Background: an optimization exercise with open tools, aiming at small area. Do not read the settings as production practice. At most, simulation tests tie the RTL to the original design; equivalence was not proved.

== pepper ==
## ia_loader_top
module ia_loader_top (
    input  logic          clk,
    input  logic          rst_n,
    input  logic          init_cfg,
    input  logic [31:0]   cfg_k,
    input  logic [31:0]   cfg_n,
    input  logic [31:0]   cfg_m,
    input  logic [31:0]   cfg_base,
    input  logic [31:0]   cfg_stride,
    input  logic [31:0]   cfg_zp,
    input  logic          cfg_use_16bits,
    input  logic          cmd_ready,
    input  logic          rsp_valid,
    input  logic [31:0]   rsp_rdata,
    input  logic          send_ia_trigger,
    output logic          cmd_valid,
    output logic [31:0]   cmd_addr,
    output logic [7:0]    cmd_len,
    output logic          rsp_ready,
    output logic [255:0]  ia_out,
    output logic          ia_row_valid,
    output logic          ia_is_init_data,
    output logic          ia_calc_done,
    output logic          ia_sending_done,
    output logic          ia_data_valid,
    output logic          busy
);
    logic        start_q;       
    logic        busy_q;        
    logic        cmd_valid_q;
    logic        kick_q;        
    logic        dv_q;          
  ...
Size: ~4,200 flip-flops, ~540 I/O pins, about 140,000 µm² of cells after synthesis.
export LEC_CHECK = 0
export ABC_AREA = 1
export CAP_MARGIN = 20
export CORE_MARGIN = 2
export CORE_UTILIZATION = 70
export CTS_BUF_LIST = sky130_fd_sc_hd__clkbuf_16
export CTS_CLUSTER_DIAMETER = 60
export CTS_CLUSTER_SIZE = 24
export PLACE_DENSITY = 0.78
export SLEW_MARGIN = 20
create_clock -name core_clock -period 12.0 [get_ports {clk}]
run.sh (not shown) runs the stock make flow with config.mk's settings and CLKGATE_MAP_FILE= SYNTH_SCRIPT=/design/flow/synth_recipe.tcl, a recipe that flattens the netlist after the stock synthesis.
pepper went all the way through the flow, and no timing, DRC or antenna check failed.
For garnet, these inputs were changed with respect to pepper:
Settings: CTS_CLUSTER_SIZE now 16, was 24; CTS_BUF_LIST now sky130_fd_sc_hd__clkbuf_8, was sky130_fd_sc_hd__clkbuf_16; CTS_CLUSTER_DIAMETER now 50, was 60.
==> flow/flow/run.sh (new file) <==
#!/bin/bash
# The standard layout (standard.sh: standard synthesis, floorplan, place,
# CTS, route, finish) with one change: the buffers that buffer_ports puts on
# every input and output port are the smallest buffer cell, buf_1, in place
# of the delay buffer it picks by default. The make output goes to
# standard.log here; ORFS's per-step logs stay under orfs/logs/.
set -uo pipefail
bash standard.sh "BUFFER_PORTS_ARGS=-buffer_cell sky130_fd_sc_hd__buf_1" finish > standard.log 2>&1
status=$?
tail -n 40 standard.log
exit $status
==> flow/standard.sh (new file) <==
#!/bin/bash
# synth_recipe.tcl (not shown) runs the flow's synth.tcl, then flattens the netlist and writes it again
# the make line also repeats each setting of config.mk as NAME=value (left out here)
make -C /OpenROAD-flow-scripts/flow DESIGN_CONFIG=/design/flow/config.mk WORK_HOME=/design/flow/orfs CLKGATE_MAP_FILE= SYNTH_SCRIPT=/design/flow/synth_recipe.tcl "${@:-finish}"
removed: flow/run.sh
## What came out
- Between pepper and garnet, the flow reports final area decreasing by a few percent.
- Status | garnet and pepper | clean
- Diff pepper -> garnet | met2 track demand over resource | decrease of 5.5 points
- Where post-route worst hold slack is concerned, pepper is better than garnet.
Relative to garnet, the following input files were edited for yarrow:
==> flow/run.sh (new file) <==
#!/bin/bash
# synth_recipe.tcl (not shown) runs the flow's synth.tcl, then flattens the netlist and writes it again
# the make line also repeats each setting of config.mk as NAME=value (left out here)
make -C /OpenROAD-flow-scripts/flow DESIGN_CONFIG=/design/flow/config.mk WORK_HOME=/design/flow/orfs CLKGATE_MAP_FILE= SYNTH_SCRIPT=/design/flow/synth_recipe.tcl finish
removed: flow/flow/run.sh
removed: flow/standard.sh
Findings:
- | detailed-route via count | yarrow vs garnet | ≈ equal |
- Taking garnet as the reference, in yarrow path length in cells of the critical path decreased by 7.1% relative to the old numbers; overall die height closely matched the old numbers; clock buffer count closely matched the old numbers.
No run of this note included a check of the RTL's function; only the layout flow was run.

========
Another version of the RTL of ia_loader_top (not shown whole).
For scale: roughly 4200 flip-flops, roughly 140000 µm² of cells after synthesis.
// ia_loader_top
module ia_loader_top (
    input  logic          clk,
    input  logic          rst_n,
    input  logic          init_cfg,
    input  logic [31:0]   cfg_k,
    input  logic [31:0]   cfg_n,
    input  logic [31:0]   cfg_m,
    input  logic [31:0]   cfg_base,
    input  logic [31:0]   cfg_stride,
    input  logic [31:0]   cfg_zp,
    input  logic          cfg_use_16bits,
    input  logic          cmd_ready,
    input  logic          rsp_valid,
    input  logic [31:0]   rsp_rdata,
    input  logic          send_ia_trigger,
    output logic          cmd_valid,
    output logic [31:0]   cmd_addr,
    output logic [7:0]    cmd_len,
    output logic          rsp_ready,
    output logic [255:0]  ia_out,
    output logic          ia_row_valid,
    output logic          ia_is_init_data,
    output logic          ia_calc_done,
    output logic          ia_sending_done,
    output logic          ia_data_valid,
    output logic          busy
);
    logic        start_q;       
    logic        busy_q;        
    logic        cmd_valid_q;
    logic        kick_q;        
    logic        dv_q;          
    logic        send_q;        
    logic        sh_q;          
    logic [2:0]  beat_q;        
    logic [3:0]  rc_q;          
    logic [3:0]  cc_q;          
    logic        use16_q;
    logic [16:0] zp_q;          
    logic [31:0] stride_q;
    logic [7:0]  ctm1_q;        
    logic [7:0]  lm1_q;         
    logic [3:0]  olast_q;       
    logic [7:0]  tc_q;          
    logic [7:0]  lp_q;          
    logic [7:0]  tr_q;          
    logic [31:0] addr_q;        
    function automatic logic [32:0] rca(input logic [31:0] a, input logic [31:0] b,
  ...
clock: 12.0 ns
lec_check: 0
abc_area: 1
cap_margin: 20
core_margin: 2
core_utilization: 70
cts_buf_list: sky130_fd_sc_hd__clkbuf_8
cts_cluster_diameter: 50
cts_cluster_size: 16
place_density: 0.78
slew_margin: 20
standard.sh (not shown) runs the stock make flow with config.mk's settings and CLKGATE_MAP_FILE= SYNTH_SCRIPT=/design/flow/synth_recipe.tcl, a recipe that flattens the netlist after the stock synthesis.
==> flow/flow/run.sh <==
#!/bin/bash
# The standard layout (standard.sh: standard synthesis, floorplan, place,
# CTS, route, finish) with two changes: the buffers that buffer_ports puts on
# every input and output port are the smallest buffer cell, buf_1, in place
# of the delay buffer it picks by default; and after global routing,
# repair_timing -recover_power downsizes cells on paths with slack to spare.
# The make output goes to standard.log here; ORFS's per-step logs stay under
# orfs/logs/.
set -uo pipefail
bash standard.sh "BUFFER_PORTS_ARGS=-buffer_cell sky130_fd_sc_hd__buf_1" \
    RECOVER_POWER=100 finish > standard.log 2>&1
status=$?
tail -n 40 standard.log
exit $status
The first run completed, yet does not pass: capacitance limit, slew limit.
Change:
==> flow/flow/run.sh (replaced) <==
#!/bin/bash
# The standard layout (standard.sh: standard synthesis, floorplan, place,
# CTS, route, finish) with one change: the buffers that buffer_ports puts on
# every input and output port are the smallest buffer cell, buf_1, in place
# of the delay buffer it picks by default. The make output goes to
# standard.log here; ORFS's per-step logs stay under orfs/logs/.
set -uo pipefail
bash standard.sh "BUFFER_PORTS_ARGS=-buffer_cell sky130_fd_sc_hd__buf_1" finish > standard.log 2>&1
status=$?
tail -n 40 standard.log
exit $status
==> flow/config.mk (replaced) <==
export PLATFORM = sky130hd
export DESIGN_NAME = ia_loader_top
export DESIGN_NICKNAME = ia_loader_top
export VERILOG_FILES = /design/flow/design.v
export SDC_FILE = /design/flow/constraint.sdc
export NUM_CORES = 4
export LEC_CHECK = 0
export ABC_AREA = 1
export CAP_MARGIN = 10
export CORE_MARGIN = 2
export CORE_UTILIZATION = 74
export CTS_BUF_LIST = sky130_fd_sc_hd__clkbuf_8
export CTS_CLUSTER_DIAMETER = 60
export CTS_CLUSTER_SIZE = 18
export PLACE_DENSITY = 0.8
export SLEW_MARGIN = 10
Outcome:
- This time the run finished clean
- area after synthesis does not change
- wire length grows by 0.39%
- cell area drops by 0.45%
- via count stays flat
- maximum frequency came out lower by 0.59%
- non-clock buffer count goes up by 1
Change:
==> flow/flow/run.sh (replaced) <==
#!/bin/bash
# The standard layout (standard.sh: standard synthesis, floorplan, place,
# CTS, route, finish) with two changes: the buffers that buffer_ports puts on
# every input and output port are the smallest buffer cell, buf_1, in place
# of the delay buffer it picks by default; and after global routing,
# repair_timing -recover_power downsizes cells on paths with slack to spare.
# The make output goes to standard.log here; ORFS's per-step logs stay under
# orfs/logs/.
set -uo pipefail
bash standard.sh "BUFFER_PORTS_ARGS=-buffer_cell sky130_fd_sc_hd__buf_1" \
    RECOVER_POWER=100 finish > standard.log 2>&1
status=$?
tail -n 40 standard.log
exit $status
==> flow/config.mk (replaced) <==
export PLATFORM = sky130hd
export DESIGN_NAME = ia_loader_top
export DESIGN_NICKNAME = ia_loader_top
export VERILOG_FILES = /design/flow/design.v
export SDC_FILE = /design/flow/constraint.sdc
export NUM_CORES = 4
export LEC_CHECK = 0
export ABC_AREA = 1
export CAP_MARGIN = 20
export CORE_MARGIN = 2
export CORE_UTILIZATION = 80
export CTS_BUF_LIST = sky130_fd_sc_hd__clkbuf_8
export CTS_CLUSTER_DIAMETER = 50
export CTS_CLUSTER_SIZE = 16
export PLACE_DENSITY = 0.88
export SLEW_MARGIN = 20
What happened: The changed run stopped in detailed placement (3_5_place_dp). Synthesized area stays the same. Synthesized cell count stays the same.
Change:
==> flow/flow/run.sh (replaced) <==
#!/bin/bash
# The standard layout (standard.sh: standard synthesis, floorplan, place,
# CTS, route, finish) with one change: the buffers that buffer_ports puts on
# every input and output port are the smallest buffer cell, buf_1, in place
# of the delay buffer it picks by default. The make output goes to
# standard.log here; ORFS's per-step logs stay under orfs/logs/.
set -uo pipefail
bash standard.sh "BUFFER_PORTS_ARGS=-buffer_cell sky130_fd_sc_hd__buf_1" finish > standard.log 2>&1
status=$?
tail -n 40 standard.log
exit $status
--- a/flow/config.mk
+++ b/flow/config.mk
@@ -10,3 +10,3 @@
 export CORE_MARGIN = 2
-export CORE_UTILIZATION = 80
+export CORE_UTILIZATION = 70
 export CTS_BUF_LIST = sky130_fd_sc_hd__clkbuf_8
@@ -14,3 +14,3 @@
 export CTS_CLUSTER_SIZE = 16
-export PLACE_DENSITY = 0.88
+export PLACE_DENSITY = 0.78
 export SLEW_MARGIN = 20
=>
- This time the run ran to the end with no violations
- area after synthesis stays the same
- synthesized cell count does not change

## afterwards: timing with drivers on the ports
No port has a modelled driver above. Below, the same layouts with a new extraction and two added sets of constraints. Step 1: set_driving_cell puts a clkbuf_16 on clk and a buf_2 on each other input, an assumption about the parent block. Step 2 times the ports against the registers' clock, not the clock port: input delays grow and output delays shrink by t, the midpoint of the rising clock arrivals with the driver on. a / b / c = no drivers / after step 1 / after step 2; a / b = the first two.
run | t (ns) | slack for setup (ns) | latest minus earliest clock arrival (ns) | cell pins on the clock port's net
pepper | 0.978 | 0.407 / 0.407 / 0.407 | 0.041 / 0.042 | 1
garnet | 1.133 | 0.390 / 0.390 / 0.390 | 0.069 / 0.069 | 1
yarrow | 1.115 | 0.396 / 0.396 / 0.396 | 0.083 / 0.083 | 1
the first run of note 2 | 1.135 | 0.393 / 0.393 / -0.627 | 0.073 / 0.073 | 1
the second run of note 2 | 1.131 | 0.324 / 0.324 / 0.324 | 0.087 / 0.086 | 1
the fourth run of note 2 | 1.133 | 0.390 / 0.390 / 0.390 | 0.069 / 0.069 | 1
For the first run of note 2, which loses most, drivers alone change the setup slack by 0.000 ns; drivers and shift together by -1.020 ns.
